Background: an optimization exercise with open tools, aiming at small area and a short achievable clock period. Do not read the settings as production practice.
Where RTL was checked, it was by simulation tests only, not by an equivalence proof against the original.
The clock port is modelled as an ideal driver; clocking choices that lean on that would not hold on a real chip.
No activity file was given, so power comes from the tool's default toggle rates.

==> v12 <==
==> flow/design.v <==
package life_pkg;
    localparam int unsigned KEY_W = 3;
    typedef enum logic [KEY_W-1:0] {
        KEY_NONE  = 3'd0,
        KEY_UP    = 3'd1,
        KEY_DOWN  = 3'd2,
        KEY_LEFT  = 3'd3,
        KEY_RIGHT = 3'd4,
        KEY_FLIP  = 3'd5,
        KEY_NEXT  = 3'd6,
        KEY_RUN   = 3'd7
    } key_e;
    function automatic logic [1:0] life_strip(input logic [3:0] a, input logic [3:0] m,
                                              input logic [3:0] b);
        logic [1:0] v [4];
        logic [1:0] p;
        for (int j = 0; j < 4; j++) begin
            v[j][0] = a[j] ^ m[j] ^ b[j];
            v[j][1] = (a[j] & m[j]) | (a[j] & b[j]) | (m[j] & b[j]);
        end
        for (int j = 1; j < 3; j++) begin
            p = {a[j] & b[j], a[j] ^ b[j]};
            life_strip[j - 1] = 1'b0;
            for (int x = 0; x < 4; x++) begin
                for (int y = 0; y < 4; y++) begin
                    for (int z = 0; z < 3; z++) begin
                        if ((v[j - 1] == 2'(x)) && (v[j + 1] == 2'(y)) && (p == 2'(z))
                            && ((x + y + z == 3) || ((x + y + z == 2) && m[j]))) begin
                            life_strip[j - 1] = 1'b1;
                        end
                    end
                end
            end
        end
    endfunction
endpackage
module life_data (
    input  logic        clk,
    input  logic        reset,
    input  logic        swap,       
    input  logic        swap_q,     
    input  logic [2:0]  pair,       
    input  logic        flip_en,
    input  logic [3:0]  flip_d,     
    input  logic [3:0]  flip_x,
    output logic [15:0] disp_row    
);
    logic [15:0][15:0] brd;   
    logic [15:0][15:0] chg;   
    logic [15:0]       chg_in;      
    logic [3:0]        sa, sm, sb;
    logic [3:0]        sa_q, sm_q, sb_q;   
    logic [2:0]        pair_q;             
    logic [1:0]        new_cells;
    logic [15:0]       col_sel;
    always_comb begin
        logic [7:0] ca, cm, cb;
        for (int j = 0; j < 4; j++) begin
            for (int q = 0; q < 8; q++) begin
                ca[q] = brd[15][(2 * q + j + 15) % 16];
                cm[q] = brd[0][(2 * q + j + 15) % 16];
                cb[q] = brd[1][(2 * q + j + 15) % 16];
            end
            sa[j] = ca[pair];
            sm[j] = cm[pair];
            sb[j] = cb[pair];
        end
    end
    assign new_cells = life_pkg::life_strip(sa_q, sm_q, sb_q);
    always_comb begin
        for (int j = 0; j < 16; j++) begin
            chg_in[j] = (pair_q == 3'(j / 2)) ? new_cells[j % 2] ^ sm_q[j % 2 + 1] : chg[15][j];
        end
    end
    assign col_sel  = flip_en ? (16'b1 << flip_x) : 16'b0;
    assign disp_row = brd[15];
    always_ff @(posedge clk or negedge reset) begin
        if (!reset) begin
            brd <= '0;
        end else begin
            for (int i = 0; i < 16; i++) begin
                logic        load;
                logic [15:0] change;
                load   = (i < 14 && swap) || (i == 14 && (swap || swap_q));
                change = (i == 14) ? chg_in : chg[(i + 1) % 16];
                brd[i] <= brd[(i + 1) % 16]
                        ^ ((load ? change : 16'b0)
                           | ((flip_d == 4'((i + 1) % 16)) ? col_sel : 16'b0));
            end
        end
    end
    always_ff @(posedge clk) begin
        sa_q    <= sa;
        sm_q    <= sm;
        sb_q    <= sb;
        pair_q  <= pair;
        chg[15] <= chg[0];
        chg[14] <= chg_in;
        for (int i = 0; i < 14; i++) begin
            chg[i] <= chg[i + 1];
        end
    end
endmodule
module life #(
    parameter int unsigned X         = 16,
    parameter int unsigned Y         = 16,
    parameter int unsigned LOG2X     = 4,
    parameter int unsigned LOG2Y     = 4,
    parameter int unsigned HIGH_BITS = 10
) (
    input  logic             clk,
    input  logic             reset,
    input  logic [life_pkg::KEY_W-1:0] keys,
    output logic [Y-1:0]     row,
    output logic [X-1:0]     col
);
    life_pkg::key_e       key_c;
    life_pkg::key_e       key_q;      
    logic                 sweep;      
    logic                 swap;       
    logic                 swap_q;     
    logic [7:0]           k;          
    logic [LOG2X-1:0]     cx;         
    logic [LOG2Y-1:0]     cd;         
    logic                 run_mode;
    logic [HIGH_BITS-1:0] prescaler;
    logic                 scan_on;    
    logic             idle_c;
    logic             start_c;
    logic             edit_c;
    logic [X-1:0]     disp_row;
    assign key_c   = life_pkg::key_e'(keys);
    assign idle_c  = !sweep && !swap;
    assign start_c = idle_c && ((key_c == life_pkg::KEY_NEXT) || (run_mode && (&prescaler)));
    assign edit_c  = idle_c && (key_c != life_pkg::KEY_NEXT) && (key_c != life_pkg::KEY_RUN);
    always_ff @(posedge clk or negedge reset) begin
        if (!reset) begin
            sweep  <= 1'b0;
            swap   <= 1'b0;
            swap_q <= 1'b0;
        end else begin
            swap_q <= swap;
            swap   <= sweep && (&k);
            sweep <= start_c || (sweep && !(&k));
        end
    end
    always_ff @(posedge clk) begin
        k <= sweep ? k + 1'b1 : 8'd0;
    end
    always_ff @(posedge clk or negedge reset) begin
        if (!reset) begin
            key_q <= life_pkg::KEY_NONE;
            cx    <= '0;
            cd    <= '0;
        end else begin
            key_q <= edit_c ? key_c : life_pkg::KEY_NONE;
            cd    <= cd - 1'b1;
            case (key_q)
                life_pkg::KEY_UP:    cd <= cd - 2'd2;
                life_pkg::KEY_DOWN:  cd <= cd;
                life_pkg::KEY_LEFT:  cx <= cx - 1'b1;
                life_pkg::KEY_RIGHT: cx <= cx + 1'b1;
                default: ;
            endcase
        end
    end
    always_ff @(posedge clk or negedge reset) begin
        if (!reset) begin
            prescaler <= '0;
            run_mode  <= 1'b0;
        end else begin
            prescaler <= prescaler + 1'b1;
            if (key_c == life_pkg::KEY_RUN) begin
                run_mode <= ~run_mode;
            end
        end
    end
    always_ff @(posedge clk or negedge reset) begin
        if (!reset) begin
            scan_on <= 1'b0;
            row     <= '0;
        end else begin
            scan_on <= 1'b1;
            row     <= {row[Y-2:0], row[Y-1] | !scan_on};
        end
    end
    assign col = disp_row;
    life_data l_data (
        .clk      (clk),
        .reset    (reset),
        .swap     (swap),
        .swap_q   (swap_q),
        .pair     (k[6:4]),
        .flip_en  (key_q == life_pkg::KEY_FLIP),
        .flip_d   (cd),
        .flip_x   (cx),
        .disp_row (disp_row)
    );
endmodule
==> flow/flow/run.sh <==
#!/bin/bash
# Standard layout with the port buffers a buf_2 and a tighter setup margin for repair,
# and the clock tree's root buffer removed after clock tree synthesis.
set -euo pipefail
ARGS=(SETUP_SLACK_MARGIN=6 "BUFFER_PORTS_ARGS=-buffer_cell sky130_fd_sc_hd__buf_2")
bash standard.sh "${ARGS[@]}" cts > flow_to_cts.log 2>&1
UNROOT_ODB=orfs/results/sky130hd/life/base/4_cts.odb openroad -no_init -exit flow/unroot.tcl > unroot.log 2>&1
bash standard.sh "${ARGS[@]}" finish > flow_to_finish.log 2>&1
==> flow/flow/unroot.tcl <==
# Remove the clock tree's root buffer: the clock port then drives the tree's first-level
# buffers (two) directly, one buffer less on every register's clock path.
set odb_file $::env(UNROOT_ODB)
read_db $odb_file
set block [ord::get_db_block]
set clk_net [$block findNet clk]
set root ""
foreach iterm [$clk_net getITerms] {
    if {[$iterm isInputSignal]} {
        set root [$iterm getInst]
    }
}
if {$root == "" || [llength [$clk_net getITerms]] != 1} {
    puts "unroot: clock port does not drive a single root buffer; layout left as it is"
    exit 0
}
set out_net [[$root findITerm X] getNet]
set loads [$out_net getITerms]
puts "unroot: root [$root getName] drives [expr {[llength $loads] - 1}] buffers"
if {[llength $loads] - 1 > 4} {
    puts "unroot: too many first-level buffers; layout left as it is"
    exit 0
}
foreach iterm $loads {
    if {[$iterm getInst] != $root} {
        $iterm disconnect
        $iterm connect $clk_net
    }
}
[$root findITerm A] disconnect
[$root findITerm X] disconnect
odb::dbInst_destroy $root
odb::dbNet_destroy $out_net
write_db $odb_file
puts "unroot: done"
==> flow/standard.sh <==
#!/bin/bash
# synth_recipe.tcl (not shown) runs the flow's synth.tcl, then flattens the netlist and writes it again
# the make line also repeats each setting of config.mk as NAME=value (left out here)
make -C /OpenROAD-flow-scripts/flow DESIGN_CONFIG=/design/flow/config.mk WORK_HOME=/design/flow/orfs CLKGATE_MAP_FILE= SYNTH_SCRIPT=/design/flow/synth_recipe.tcl "${@:-finish}"
==> flow/config.mk <==
export PLATFORM = sky130hd
export DESIGN_NAME = life
export DESIGN_NICKNAME = life
export VERILOG_FILES = /design/flow/design.v
export SDC_FILE = /design/flow/constraint.sdc
export NUM_CORES = 4
export LEC_CHECK = 0
export CAP_MARGIN = 40
export CORE_MARGIN = 2
export CORE_UTILIZATION = 40
export CTS_CLUSTER_DIAMETER = 100
export CTS_CLUSTER_SIZE = 25
export SLEW_MARGIN = 40
==> flow/constraint.sdc <==
create_clock -name core_clock -period 9.0 [get_ports {clk}]
set_input_delay 1.8000 -clock core_clock [delete_from_list [all_inputs] [get_ports {clk}]]
set_output_delay 1.8000 -clock core_clock [all_outputs]
set_load 0.01 [all_outputs]
==> inputs of v15, as changes to v12 <==
==> flow/design.v (replaced) <==
package life_pkg;
    localparam int unsigned KEY_W = 3;
    typedef enum logic [KEY_W-1:0] {
        KEY_NONE  = 3'd0,
        KEY_UP    = 3'd1,
        KEY_DOWN  = 3'd2,
        KEY_LEFT  = 3'd3,
        KEY_RIGHT = 3'd4,
        KEY_FLIP  = 3'd5,
        KEY_NEXT  = 3'd6,
        KEY_RUN   = 3'd7
    } key_e;
    function automatic logic [15:0] life_row(input logic [15:0] a, input logic [15:0] m,
                                             input logic [15:0] b);
        logic [1:0] v [16];
        logic [2:0] h [16];
        logic [2:0] s;
        for (int j = 0; j < 16; j++) v[j] = {1'b0, a[j]} + {1'b0, m[j]} + {1'b0, b[j]};
        for (int j = 0; j < 16; j++) h[j] = {1'b0, v[j]} + {1'b0, v[(j + 1) % 16]};
        for (int j = 0; j < 16; j++) begin
            s = h[(j + 15) % 16] + {1'b0, v[(j + 1) % 16]};
            life_row[j] = (s == 3'd3) || (m[j] && (s == 3'd4));
        end
    endfunction
endpackage
module life_data (
    input  logic        clk,
    input  logic        reset,
    input  logic        clearing,   
    input  logic        install,    
    input  logic        first,      
    input  logic        first_in,   
    input  logic        flip_en,
    input  logic [3:0]  flip_d,     
    input  logic [3:0]  flip_x,
    output logic [15:0] disp_row    
);
    logic [15:0][15:0] brd;         
    logic [15:0]       new_row;     
    logic [15:0]       first_new;   
    logic [15:0]       col_sel;
    assign col_sel  = flip_en ? (16'b1 << flip_x) : 16'b0;
    assign disp_row = brd[15];
    always_ff @(posedge clk or negedge reset) begin
        if (!reset) begin
            brd[15] <= '0;
        end else if (first_in) begin
            brd[15] <= first_new;
        end else begin
            brd[15] <= (clearing ? 16'b0 : brd[0]) ^ ((flip_d == 4'd0) ? col_sel : 16'b0);
        end
    end
    always_ff @(posedge clk) begin
        for (int i = 0; i < 15; i++) begin
            if (i == 14 && install) begin
                brd[i] <= new_row;
            end else if (i % 2 == 1) begin
                brd[i] <= (clearing ? 16'b0 : brd[i + 1])
                        ^ ((flip_d == 4'(i + 1)) ? col_sel : 16'b0);
            end else begin
                brd[i] <= brd[i + 1];
            end
        end
    end
    always_ff @(posedge clk) begin
        new_row <= life_pkg::life_row(brd[15], brd[0], brd[1]);
        if (first) begin
            first_new <= new_row;
        end
    end
endmodule
module life #(
    parameter int unsigned X         = 16,
    parameter int unsigned Y         = 16,
    parameter int unsigned LOG2X     = 4,
    parameter int unsigned LOG2Y     = 4,
    parameter int unsigned HIGH_BITS = 10
) (
    input  logic             clk,
    input  logic             reset,
    input  logic [life_pkg::KEY_W-1:0] keys,
    output logic [Y-1:0]     row,
    output logic [X-1:0]     col
);
    life_pkg::key_e       key_c;
    life_pkg::key_e       key_q;      
    logic                 sweep;      
    logic                 swap;       
    logic                 swap_q;     
    logic                 install_c;  
    logic [7:0]           k;          
    logic [LOG2X-1:0]     cx;         
    logic [LOG2Y-1:0]     cd;         
    logic                 flip_wait;  
    logic                 flip_c;
    logic                 run_mode;
    logic [HIGH_BITS-1:0] prescaler;
    logic                 scan_on;    
    logic                 scan_on2;   
    logic             idle_c;
    logic             start_c;
    logic             edit_c;
    logic [X-1:0]     disp_row;
    assign key_c   = life_pkg::key_e'(keys);
    assign idle_c  = !sweep && !swap;
    assign start_c = idle_c && ((key_c == life_pkg::KEY_NEXT) || (run_mode && (&prescaler)));
    assign edit_c  = idle_c && (key_c != life_pkg::KEY_NEXT) && (key_c != life_pkg::KEY_RUN);
    always_ff @(posedge clk or negedge reset) begin
        if (!reset) begin
            sweep  <= 1'b0;
            swap   <= 1'b0;
            swap_q <= 1'b0;
        end else begin
            swap   <= sweep && (&k);
            swap_q <= swap;
            sweep  <= start_c || (sweep && !(&k));
        end
    end
    always_ff @(posedge clk) begin
        k <= sweep ? k + 1'b1 : 8'd0;
    end
    assign install_c = (sweep && (k[7:4] == 4'hf) && ((k[3:2] != 2'd0) || (&k[1:0]))) || swap || swap_q;
    always_ff @(posedge clk or negedge reset) begin
        if (!reset) begin
            key_q     <= life_pkg::KEY_NONE;
            flip_wait <= 1'b0;
            cx        <= '0;
            cd        <= '0;
        end else begin
            key_q     <= edit_c ? key_c : life_pkg::KEY_NONE;
            flip_wait <= flip_c && cd[0];
            cd    <= cd - 1'b1;
            case (key_q)
                life_pkg::KEY_UP:    cd <= cd - 2'd2;
                life_pkg::KEY_DOWN:  cd <= cd;
                life_pkg::KEY_LEFT:  cx <= cx - 1'b1;
                life_pkg::KEY_RIGHT: cx <= cx + 1'b1;
                default: ;
            endcase
        end
    end
    always_ff @(posedge clk or negedge reset) begin
        if (!reset) begin
            prescaler <= '0;
            run_mode  <= 1'b0;
        end else begin
            prescaler <= prescaler + 1'b1;
            if (key_c == life_pkg::KEY_RUN) begin
                run_mode <= ~run_mode;
            end
        end
    end
    always_ff @(posedge clk or negedge reset) begin
        if (!reset) begin
            scan_on  <= 1'b0;
            scan_on2 <= 1'b0;
            row      <= '0;
        end else begin
            scan_on  <= 1'b1;
            scan_on2 <= scan_on;
            row     <= {row[Y-2:0], row[Y-1] | !scan_on};
        end
    end
    assign col = disp_row;
    assign flip_c = (key_q == life_pkg::KEY_FLIP) ^ flip_wait;
    life_data l_data (
        .clk      (clk),
        .reset    (reset),
        .clearing (!scan_on2),
        .install  (install_c),
        .first    (sweep && (k == 8'd242)),
        .first_in (swap_q),
        .flip_en  (flip_c && !cd[0]),
        .flip_d   (cd),
        .flip_x   (cx),
        .disp_row (disp_row)
    );
endmodule
--- a/flow/flow/run.sh
+++ b/flow/flow/run.sh
@@ -3,5 +3,5 @@
 # and the clock tree's root buffer removed after clock tree synthesis.
 set -euo pipefail
-ARGS=(SETUP_SLACK_MARGIN=6 "BUFFER_PORTS_ARGS=-buffer_cell sky130_fd_sc_hd__buf_2")
+ARGS=(SETUP_SLACK_MARGIN=6.2 "BUFFER_PORTS_ARGS=-buffer_cell sky130_fd_sc_hd__buf_2")
 bash standard.sh "${ARGS[@]}" cts > flow_to_cts.log 2>&1
 UNROOT_ODB=orfs/results/sky130hd/life/base/4_cts.odb openroad -no_init -exit flow/unroot.tcl > unroot.log 2>&1
- CORE_UTILIZATION: 40 -> 60
==> inputs of v6, as changes to v12 <==
--- a/flow/design.v
+++ b/flow/design.v
@@ -38,6 +38,5 @@
     input  logic        clk,
     input  logic        reset,
-    input  logic        swap,       
-    input  logic        swap_q,     
+    input  logic        inst,       
     input  logic [2:0]  pair,       
     input  logic        flip_en,
@@ -58,7 +57,7 @@
         for (int j = 0; j < 4; j++) begin
             for (int q = 0; q < 8; q++) begin
-                ca[q] = brd[15][(2 * q + j + 15) % 16];
-                cm[q] = brd[0][(2 * q + j + 15) % 16];
-                cb[q] = brd[1][(2 * q + j + 15) % 16];
+                ca[q] = brd[0][(2 * q + j + 15) % 16];
+                cm[q] = brd[1][(2 * q + j + 15) % 16];
+                cb[q] = brd[2][(2 * q + j + 15) % 16];
             end
             sa[j] = ca[pair];
@@ -70,5 +69,5 @@
     always_comb begin
         for (int j = 0; j < 16; j++) begin
-            chg_in[j] = (pair_q == 3'(j / 2)) ? new_cells[j % 2] ^ sm_q[j % 2 + 1] : chg[15][j];
+            chg_in[j] = (pair_q == 3'(j / 2)) ? new_cells[j % 2] ^ sm_q[j % 2 + 1] : chg[0][j];
         end
     end
@@ -79,13 +78,8 @@
             brd <= '0;
         end else begin
-            for (int i = 0; i < 16; i++) begin
-                logic        load;
-                logic [15:0] change;
-                load   = (i < 14 && swap) || (i == 14 && (swap || swap_q));
-                change = (i == 14) ? chg_in : chg[(i + 1) % 16];
-                brd[i] <= brd[(i + 1) % 16]
-                        ^ ((load ? change : 16'b0)
-                           | ((flip_d == 4'((i + 1) % 16)) ? col_sel : 16'b0));
+            for (int i = 0; i < 15; i++) begin
+                brd[i] <= brd[i + 1] ^ ((flip_d == 4'(i + 1)) ? col_sel : 16'b0);
             end
+            brd[15] <= brd[0] ^ (inst ? chg[0] : 16'b0) ^ ((flip_d == 4'd0) ? col_sel : 16'b0);
         end
     end
@@ -95,7 +89,6 @@
         sb_q    <= sb;
         pair_q  <= pair;
-        chg[15] <= chg[0];
-        chg[14] <= chg_in;
-        for (int i = 0; i < 14; i++) begin
+        chg[15] <= chg_in;
+        for (int i = 0; i < 15; i++) begin
             chg[i] <= chg[i + 1];
         end
@@ -119,5 +112,6 @@
     logic                 sweep;      
     logic                 swap;       
-    logic                 swap_q;     
+    logic                 inst;       
+    logic [3:0]           inst_n;     
     logic [7:0]           k;          
     logic [LOG2X-1:0]     cx;         
@@ -136,15 +130,16 @@
     always_ff @(posedge clk or negedge reset) begin
         if (!reset) begin
-            sweep  <= 1'b0;
-            swap   <= 1'b0;
-            swap_q <= 1'b0;
+            sweep <= 1'b0;
+            swap  <= 1'b0;
+            inst  <= 1'b0;
         end else begin
-            swap_q <= swap;
-            swap   <= sweep && (&k);
+            swap  <= sweep && (&k);
             sweep <= start_c || (sweep && !(&k));
+            inst  <= swap || (inst && !(&inst_n));
         end
     end
     always_ff @(posedge clk) begin
-        k <= sweep ? k + 1'b1 : 8'd0;
+        k      <= sweep ? k + 1'b1 : 8'd0;
+        inst_n <= inst ? inst_n + 1'b1 : 4'd0;
     end
     always_ff @(posedge clk or negedge reset) begin
@@ -189,6 +184,5 @@
         .clk      (clk),
         .reset    (reset),
-        .swap     (swap),
-        .swap_q   (swap_q),
+        .inst     (inst),
         .pair     (k[6:4]),
         .flip_en  (key_q == life_pkg::KEY_FLIP),
--- a/flow/flow/run.sh
+++ b/flow/flow/run.sh
@@ -3,5 +3,5 @@
 # and the clock tree's root buffer removed after clock tree synthesis.
 set -euo pipefail
-ARGS=(SETUP_SLACK_MARGIN=6 "BUFFER_PORTS_ARGS=-buffer_cell sky130_fd_sc_hd__buf_2")
+ARGS=(SETUP_SLACK_MARGIN=6.2 "BUFFER_PORTS_ARGS=-buffer_cell sky130_fd_sc_hd__buf_2")
 bash standard.sh "${ARGS[@]}" cts > flow_to_cts.log 2>&1
 UNROOT_ODB=orfs/results/sky130hd/life/base/4_cts.odb openroad -no_init -exit flow/unroot.tcl > unroot.log 2>&1
- CORE_UTILIZATION: 40 -> 55
==> comparison table <==
quantity	v15	v6	v12
Clock-net power	0.781 mW	1.33 mW	1.34 mW
Switching fraction of total power	0.2633	0.2722	0.3118
Reg2reg end	l_data.new_row[0]	l_data.chg[255]	l_data.brd[239]
Synthesized cell area	13550 µm²	19320 µm²	20940 µm²
Area of all sequential standard cells	7274 µm²	13120 µm²	13080 µm²
Start-to-end type of the worst setup path	reg -> out	reg -> out	reg -> reg
Share of flip-flops with an asynchronous set or reset after synthesis	0.1765	0.5129	0.5165
Run status	no timing/DRC/antenna violations	no timing/DRC/antenna violations	no timing/DRC/antenna violations
DR vias/cell	5.341	4.874	5.314
Internal	2.004 mW	3.620 mW	3.799 mW
Final clock period utilization by the worst path	0.3081	0.3160	0.3192
Area delta synth->final	5.290%	7.934%	8.138%
Share of the final layout cell area in multi-input gates	0.3940	0.2798	0.3233
Non-clock buffer share of cell area	0.02534	0.02484	0.02569
Multi-input gates	828	878	950
Synth area leader	sky130_fd_sc_hd__dfxtp_1	sky130_fd_sc_hd__dfrtp_1	sky130_fd_sc_hd__dfrtp_1
Worst min-delay path endpoint	l_data.brd[138]	l_data.chg[9]	l_data.chg[241]
Vias in the first global route	8071	10079	12600
Design Area, Final	14270 µm²	20850 µm²	22640 µm²
Total number of cells along the worst setup path	1	1	6
Clock network latency to the later pin of the worst-skew pair	0.37 ns	0.47 ns	0.45 ns
Startpoint of the worst hold path	l_data.brd[154]	l_data.chg[25]	l_data.chg[1]
Pre-antenna DRT Iters	5	7	5
Area of the die	23800 µm²	36640 µm²	54200 µm²
Clk cell area share	0.03052	0.03601	0.03293
Top sig layer	met4	met5	met5
Pin count of the biggest net entering global routing	73	69	100
Only the layout flow was run in v12 and v6; the RTL was not checked for function there.

[re-timing with driven ports]
In the flow no input, the clock included, has a driving cell. The finished layouts below were timed again as built, in two steps. Step 1 (the two cells are an assumption about what drives the block):
set clk [get_ports {clk}]
set_driving_cell -lib_cell sky130_fd_sc_hd__clkbuf_16 $clk
set_driving_cell -lib_cell sky130_fd_sc_hd__buf_2 [delete_from_list [all_inputs] $clk]
Step 2, shift: input delay + t, output delay - t, t = (earliest + latest rising clock arrival at the registers) / 2. This alone moves slack from input paths to output paths. Three values: no drivers, after step 1, after step 2; two values: the first two.
run	t (ns)	setup WS [ns]	worst setup path at the end	worst slew at a driven data input, ns	cell pins on the clock port's net
v12	0.509	6.127 / 6.055 / 5.812	input, reset recovery	0.05	2
v15	0.426	6.227 / 6.166 / 6.361	register to register	0.03	2
v6	0.516	6.156 / 6.085 / 6.019	input, reset recovery	0.06	2
After both steps setup and hold are still met in every run listed. The setup slack of v12, which loses most, moves by -0.072 ns with the drivers and by -0.315 ns with both steps. Setup slack includes reset recovery checks.
